What follows belongs to an exercise in optimizing a design on an open flow for small area, a short achievable clock period and few clock cycles per item; a production flow would make more cautious choices. Function was checked by simulation only, so behaviour that the tests miss may differ from the original. Power is estimated from default activity; no workload was simulated.

// wildcard_byte_pattern_scan
module wildcard_byte_pattern_scan
(
    input  wire logic          clk,
    input  wire logic          rst_n,
    input  wire logic          cfg_write,
    input  wire logic [1:0]    cfg_index,
    input  wire logic [63:0]   cfg_data,
    input  wire logic          item_valid,
    output logic               item_ready,
    input  wire logic [8:0]    item_in,
    output logic               result_valid,
    input  wire logic          result_ready,
    output logic [32:0]        result_out
);
For scale: about 740 cells after synthesis, roughly 220 flip-flops, ~120 I/O pins.
export LEC_CHECK = 0
export CAP_MARGIN = 20
export CORE_MARGIN = 2
export CORE_UTILIZATION = 40
export SLEW_MARGIN = 20
create_clock -name core_clock -period 6.0 [get_ports {clk}]
run.sh (not shown) runs the stock make flow with config.mk's settings and CLKGATE_MAP_FILE= SYNTH_SCRIPT=/design/flow/synth_recipe.tcl, a recipe that flattens the netlist after the stock synthesis.
The starting point ran to the end with no violations.
Testbench counts at the start, summed over its fixed seeds: cycles 112,139, bytes 110,795.
Change:
Settings changed: SETUP_SLACK_MARGIN set to 3.0.
=> The changed run produced a clean layout; clock skew drops by 0.026 ns; wire length climbs by a few percent; setup slack is better by 0.38 ns; via count drops slightly; cell area drops slightly; power drops by a few percent; clock-buffer cell count drops by 4.

The RTL this note starts from:
==> flow/design.v <==
`default_nettype none
package wbps_pkg;
    typedef struct packed {
        logic [7:0] data_byte;
        logic       last;
    } item_beat_t;
    typedef struct packed {
        logic        found;
        logic [31:0] match_offset;
    } result_beat_t;
endpackage
`default_nettype wire
`default_nettype none
module wildcard_byte_pattern_scan
(
    input  wire logic          clk,
    input  wire logic          rst_n,
    input  wire logic          cfg_write,
    input  wire logic [1:0]    cfg_index,
    input  wire logic [63:0]   cfg_data,
    input  wire logic          item_valid,
    output logic               item_ready,
    input  wire logic [8:0]    item_in,
    output logic               result_valid,
    input  wire logic          result_ready,
    output logic [32:0]        result_out
);
    logic [63:0] pat_lo_reg;
    logic [63:0] pat_hi_reg;
    logic [15:0] care_reg;
    logic        lo_written_reg;
    logic        hi_written_reg;
    logic        care_written_reg;
    logic [3:0]  lm1_reg;            
    always_ff @(posedge clk)
    begin
        if (cfg_write && cfg_index == 2'd0) pat_lo_reg <= cfg_data;
        if (cfg_write && cfg_index == 2'd1) pat_hi_reg <= cfg_data;
        if (cfg_write && cfg_index == 2'd2) care_reg   <= cfg_data[15:0];
    end
    always_ff @(posedge clk or negedge rst_n)
    begin
        if (!rst_n)
        begin
            lo_written_reg   <= 1'b0;
            hi_written_reg   <= 1'b0;
            care_written_reg <= 1'b0;
            lm1_reg          <= 4'd0;
        end
        else if (cfg_write)
        begin
            if (cfg_index == 2'd0) lo_written_reg   <= 1'b1;
            if (cfg_index == 2'd1) hi_written_reg   <= 1'b1;
            if (cfg_index == 2'd2) care_written_reg <= 1'b1;
            if (cfg_index == 2'd3)
            begin
                if (cfg_data[4:0] == 5'd0)
                    lm1_reg <= 4'd0;
                else if (cfg_data[4])
                    lm1_reg <= 4'd15;
                else
                    lm1_reg <= cfg_data[3:0] - 4'd1;
            end
        end
    end
    logic ready_reg;                 
    logic accept;
    assign item_ready = ready_reg;
    assign accept     = item_valid && ready_reg;
    logic [7:0]  b;
    logic [15:0] eq;
    logic        b_zero;
    assign b      = item_in[8:1];
    assign b_zero = (b == 8'd0);
    for (genvar j = 0; j < 16; j++)
    begin : g_cmp
        logic [7:0] sig;
        logic       written;
        assign sig     = (j < 8) ? pat_lo_reg[8*(j%8) +: 8] : pat_hi_reg[8*(j%8) +: 8];
        assign written = (j < 8) ? lo_written_reg : hi_written_reg;
        assign eq[j]   = (care_written_reg && !care_reg[j])
                      || (written ? (b == sig) : b_zero);
    end
    logic [15:0] p_reg;
    logic [3:0]  fill_reg;           
    logic        last_reg;           
    logic [15:0] p_keep;             
    logic [15:0] p_next;
    logic [15:0] len_sel;
    logic [3:0]  fill_eff;
    logic        tok_full;
    assign p_keep   = {p_reg[14:0] & {15{!last_reg}}, 1'b1};
    assign p_next   = eq & p_keep;
    assign fill_eff = last_reg ? 4'd0 : fill_reg;
    for (genvar j = 0; j < 16; j++)
    begin : g_sel
        assign len_sel[j] = (lm1_reg == 4'(j));
    end
    assign tok_full  = (fill_eff >= lm1_reg);
    always_ff @(posedge clk)
    begin
        if (accept)
        begin
            p_reg    <= p_next;
            fill_reg <= (fill_eff == 4'd15) ? 4'd15 : fill_eff + 4'd1;
        end
    end
    always_ff @(posedge clk or negedge rst_n)
    begin
        if (!rst_n)
            last_reg <= 1'b1;
        else if (accept)
            last_reg <= item_in[0];
    end
    logic       a_valid_reg;
    logic [3:0] a_tok_reg;
    logic       b_valid;
    logic [3:0] b_tok_reg;
    logic [3:0] new_tok;
    logic       out_valid_reg;
    logic       out_found_reg;
    logic       decide;
    logic       load_a;
    logic       fresh_reg;          
    logic       fresh_a;            
    logic       fresh_b;            
    logic       m_late;             
    logic       a_m;
    logic       b_m;
    assign new_tok = {1'b0, last_reg, item_in[0], tok_full};
    assign m_late  = |(p_reg & len_sel);
    assign fresh_a = fresh_reg && ready_reg;
    assign fresh_b = fresh_reg && !ready_reg;
    assign a_m     = fresh_a ? m_late : a_tok_reg[3];
    assign b_m     = fresh_b ? m_late : b_tok_reg[3];
    assign b_valid = !ready_reg;
    assign decide  = a_valid_reg && (!out_valid_reg || result_ready);
    assign load_a  = !a_valid_reg || decide;
    always_ff @(posedge clk)
    begin
        if (load_a)
            a_tok_reg <= b_valid ? {b_m, b_tok_reg[2:0]} : new_tok;
        else
            a_tok_reg[3] <= a_m;
        if (ready_reg)
            b_tok_reg <= new_tok;
        else
            b_tok_reg[3] <= b_m;
    end
    always_ff @(posedge clk or negedge rst_n)
    begin
        if (!rst_n)
        begin
            a_valid_reg <= 1'b0;
            ready_reg   <= 1'b1;
            fresh_reg   <= 1'b0;
        end
        else
        begin
            fresh_reg   <= accept;
            if (load_a) a_valid_reg <= b_valid || accept;
            ready_reg <= b_valid ? load_a : !(accept && !load_a);
        end
    end
    logic        a_match, a_first, a_last, a_full;
    logic        rep_reg;           
    logic        rep_eff;
    logic        match;
    logic        push;
    logic        nf_push;
    logic [31:0] off_reg;
    assign a_match = a_m;
    assign {a_first, a_last, a_full} = a_tok_reg[2:0];
    assign rep_eff = rep_reg && !a_first;
    assign match   = a_match && !rep_eff;
    assign nf_push = a_last && !rep_eff && !match;
    assign push    = match || nf_push;
    always_ff @(posedge clk)
    begin
        if (decide)
        begin
            rep_reg <= rep_eff || match;
            if (nf_push || (a_first && (match || !a_full)))
                off_reg <= 32'd0;
            else if (a_first)
                off_reg <= 32'd1;
            else if (!rep_eff && !match)
                off_reg <= a_full ? off_reg + 32'd1 : 32'd0;
            if (push)
                out_found_reg <= match;
        end
    end
    always_ff @(posedge clk or negedge rst_n)
    begin
        if (!rst_n)
            out_valid_reg <= 1'b0;
        else if (decide && push)
            out_valid_reg <= 1'b1;
        else if (result_ready)
            out_valid_reg <= 1'b0;
    end
    assign result_valid = out_valid_reg;
    assign result_out   = {out_found_reg, off_reg};
endmodule
`default_nettype wire
Settings: LEC_CHECK=0, CAP_MARGIN=20, CORE_MARGIN=2, CORE_UTILIZATION=40, CTS_BUF_LIST=sky130_fd_sc_hd__clkbuf_4 sky130_fd_sc_hd__clkbuf_8 sky130_fd_sc_hd__clkbuf_16, CTS_CLUSTER_DIAMETER=80, CTS_CLUSTER_SIZE=20, SETUP_SLACK_MARGIN=3.8, SLEW_MARGIN=70, TNS_END_PERCENT=3; clock period 6.0 ns.
standard.sh (not shown) runs the stock make flow with config.mk's settings and CLKGATE_MAP_FILE= SYNTH_SCRIPT=/design/flow/synth_recipe.tcl, a recipe that flattens the netlist after the stock synthesis.
==> flow/flow/run.sh <==
#!/bin/bash
# Layout flow: the standard flow (standard.sh), except that the port
# buffers that global placement inserts are plain sky130 buffers (buf_1,
# resized later where timing needs it) instead of the delay buffer that
# buffer_ports picks by default. Each step's full output goes to its own log.
set -euo pipefail
export BUFFER_PORTS_ARGS="-buffer_cell sky130_fd_sc_hd__buf_1"
bash standard.sh synth > synth.log 2>&1
bash standard.sh finish > finish.log 2>&1
The first run completed with no timing, DRC or antenna violations.
Testbench counts at the start, summed over its fixed seeds: cycles 112,139, bytes 110,795.
Then changed:
--- a/flow/config.mk
+++ b/flow/config.mk
@@ -14,3 +14,3 @@
-export SETUP_SLACK_MARGIN = 3.8
-export SLEW_MARGIN = 70
-export TNS_END_PERCENT = 3
+export SETUP_SLACK_MARGIN = 3.75
+export SLEW_MARGIN = 20
+export TNS_END_PERCENT = 10
Effect: Fmax falls by 1.7%; first-iteration DRC count falls by 9.3%; design area falls by 1.3%; core utilization falls by 0.61 points; synthesized area is unchanged; sequential power barely changes; clock skew hardly moves; worst hold slack gains 0.011 ns; setup slack loses 0.039 ns; non-clock buffer count falls by 29; synthesized cell count stays the same.
Then changed:
--- a/flow/config.mk
+++ b/flow/config.mk
@@ -11,6 +11,5 @@
-export CTS_BUF_LIST = sky130_fd_sc_hd__clkbuf_4 sky130_fd_sc_hd__clkbuf_8 sky130_fd_sc_hd__clkbuf_16
-export CTS_CLUSTER_DIAMETER = 80
-export CTS_CLUSTER_SIZE = 20
-export SETUP_SLACK_MARGIN = 3.75
-export SLEW_MARGIN = 20
-export TNS_END_PERCENT = 10
+export CTS_BUF_LIST = sky130_fd_sc_hd__clkbuf_16
+export CTS_CLUSTER_DIAMETER = 120
+export CTS_CLUSTER_SIZE = 30
+export SETUP_SLACK_MARGIN = 3.5
+export SLEW_MARGIN = 70
After rerunning:
- The new run went through all stages and came out clean
- die area is unchanged
- final cell count went down by 1.9%
- global-route usage went down by 0.60 points
- sequential cell count does not change
- power went down by 7.8%
- setup slack degrades by 0.029 ns
- design area went down by 3.1%
Then changed:
==> flow/flow/run.sh (replaced) <==
#!/bin/bash
# Layout flow: the standard flow (standard.sh) with two changes after the
# standard synthesis, which runs unchanged:
#  - the port buffers that global placement inserts are plain sky130 buffers
#    (buf_1, resized later where timing needs it) instead of the delay buffer
#    that buffer_ports picks by default;
#  - the delay cells are not used by the placement, CTS and routing repairs,
#    so that a resized port or fanout buffer is a plain buffer.
# Each step's full output goes to its own log in this folder.
set -euo pipefail
bash standard.sh synth > synth.log 2>&1
export BUFFER_PORTS_ARGS="-buffer_cell sky130_fd_sc_hd__buf_1"
DLY=""
for c in clkdlybuf4s15_1 clkdlybuf4s15_2 clkdlybuf4s18_1 clkdlybuf4s18_2 \
         clkdlybuf4s25_1 clkdlybuf4s25_2 clkdlybuf4s50_1 clkdlybuf4s50_2 \
         dlygate4sd1_1 dlygate4sd2_1 dlygate4sd3_1 \
         dlymetal6s2s_1 dlymetal6s4s_1 dlymetal6s6s_1; do
  DLY="$DLY sky130_fd_sc_hd__$c"
done
export DONT_USE_CELLS="$DLY"
bash standard.sh finish > finish.log 2>&1
--- a/flow/config.mk
+++ b/flow/config.mk
@@ -11,3 +11,3 @@
-export CTS_BUF_LIST = sky130_fd_sc_hd__clkbuf_16
-export CTS_CLUSTER_DIAMETER = 120
-export CTS_CLUSTER_SIZE = 30
+export CTS_BUF_LIST = sky130_fd_sc_hd__clkbuf_4 sky130_fd_sc_hd__clkbuf_8 sky130_fd_sc_hd__clkbuf_16
+export CTS_CLUSTER_DIAMETER = 80
+export CTS_CLUSTER_SIZE = 20
@@ -15 +15 @@
-export SLEW_MARGIN = 70
+export SLEW_MARGIN = 20
Outcome:
- die area does not change
- worst setup slack degrades by 0.038 ns
- non-clock buffer count falls by 6
- area after synthesis is unchanged
- wire length is higher by about 1.7%
- hold slack got worse by 0.019 ns
- global-route usage rises by 0.26 points
- core utilization increases by 0.43 points
- first-iteration DRC count is lower by 5.5%
- maximum frequency went down by 1.6%

[afterwards: timing with drivers on the ports]
Ports are ideal in the flow. The routed layouts listed here were re-timed in OpenROAD. Step 1 sets driving cells, clkbuf_16 on the clock port and buf_2 on the other inputs (assumed; they add their load-dependent delay and slew). Step 2 adds t to the input delays and takes it off the output delays; t is the mean of the earliest and latest rising clock arrival at the registers after step 1. Input paths then give back, and output paths get back, about the clock's delay inside the block. Three values: ideal, step 1, step 2; two values: the first two.
run	shift t [ns]	setup WS [ns]	worst setup path at the end	clock arrival spread, ns	slew at the worst register clock pin (ns)
the first run of note 1	0.567	2.674 / 2.638 / 2.157	input to register	0.038 / 0.038	0.06 / 0.06
the second run of note 1	0.546	3.054 / 3.010 / 2.603	input to register	0.010 / 0.011	0.06 / 0.06
the first run of note 2	0.528	3.680 / 3.632 / 3.255	input to register	0.020 / 0.020	0.09 / 0.09
the second run of note 2	0.518	3.640 / 3.596 / 3.226	input to register	0.020 / 0.020	0.09 / 0.09
the third run of note 2	0.520	3.611 / 3.571 / 3.122	input to register	0.033 / 0.033	0.12 / 0.12
the fourth run of note 2	0.532	3.574 / 3.587 / 3.072	input to register	0.033 / 0.033	0.09 / 0.09
After both steps setup and hold are still met in every run listed. The setup slack of the first run of note 1, which loses most, moves by -0.036 ns with the drivers and by -0.517 ns with both steps.
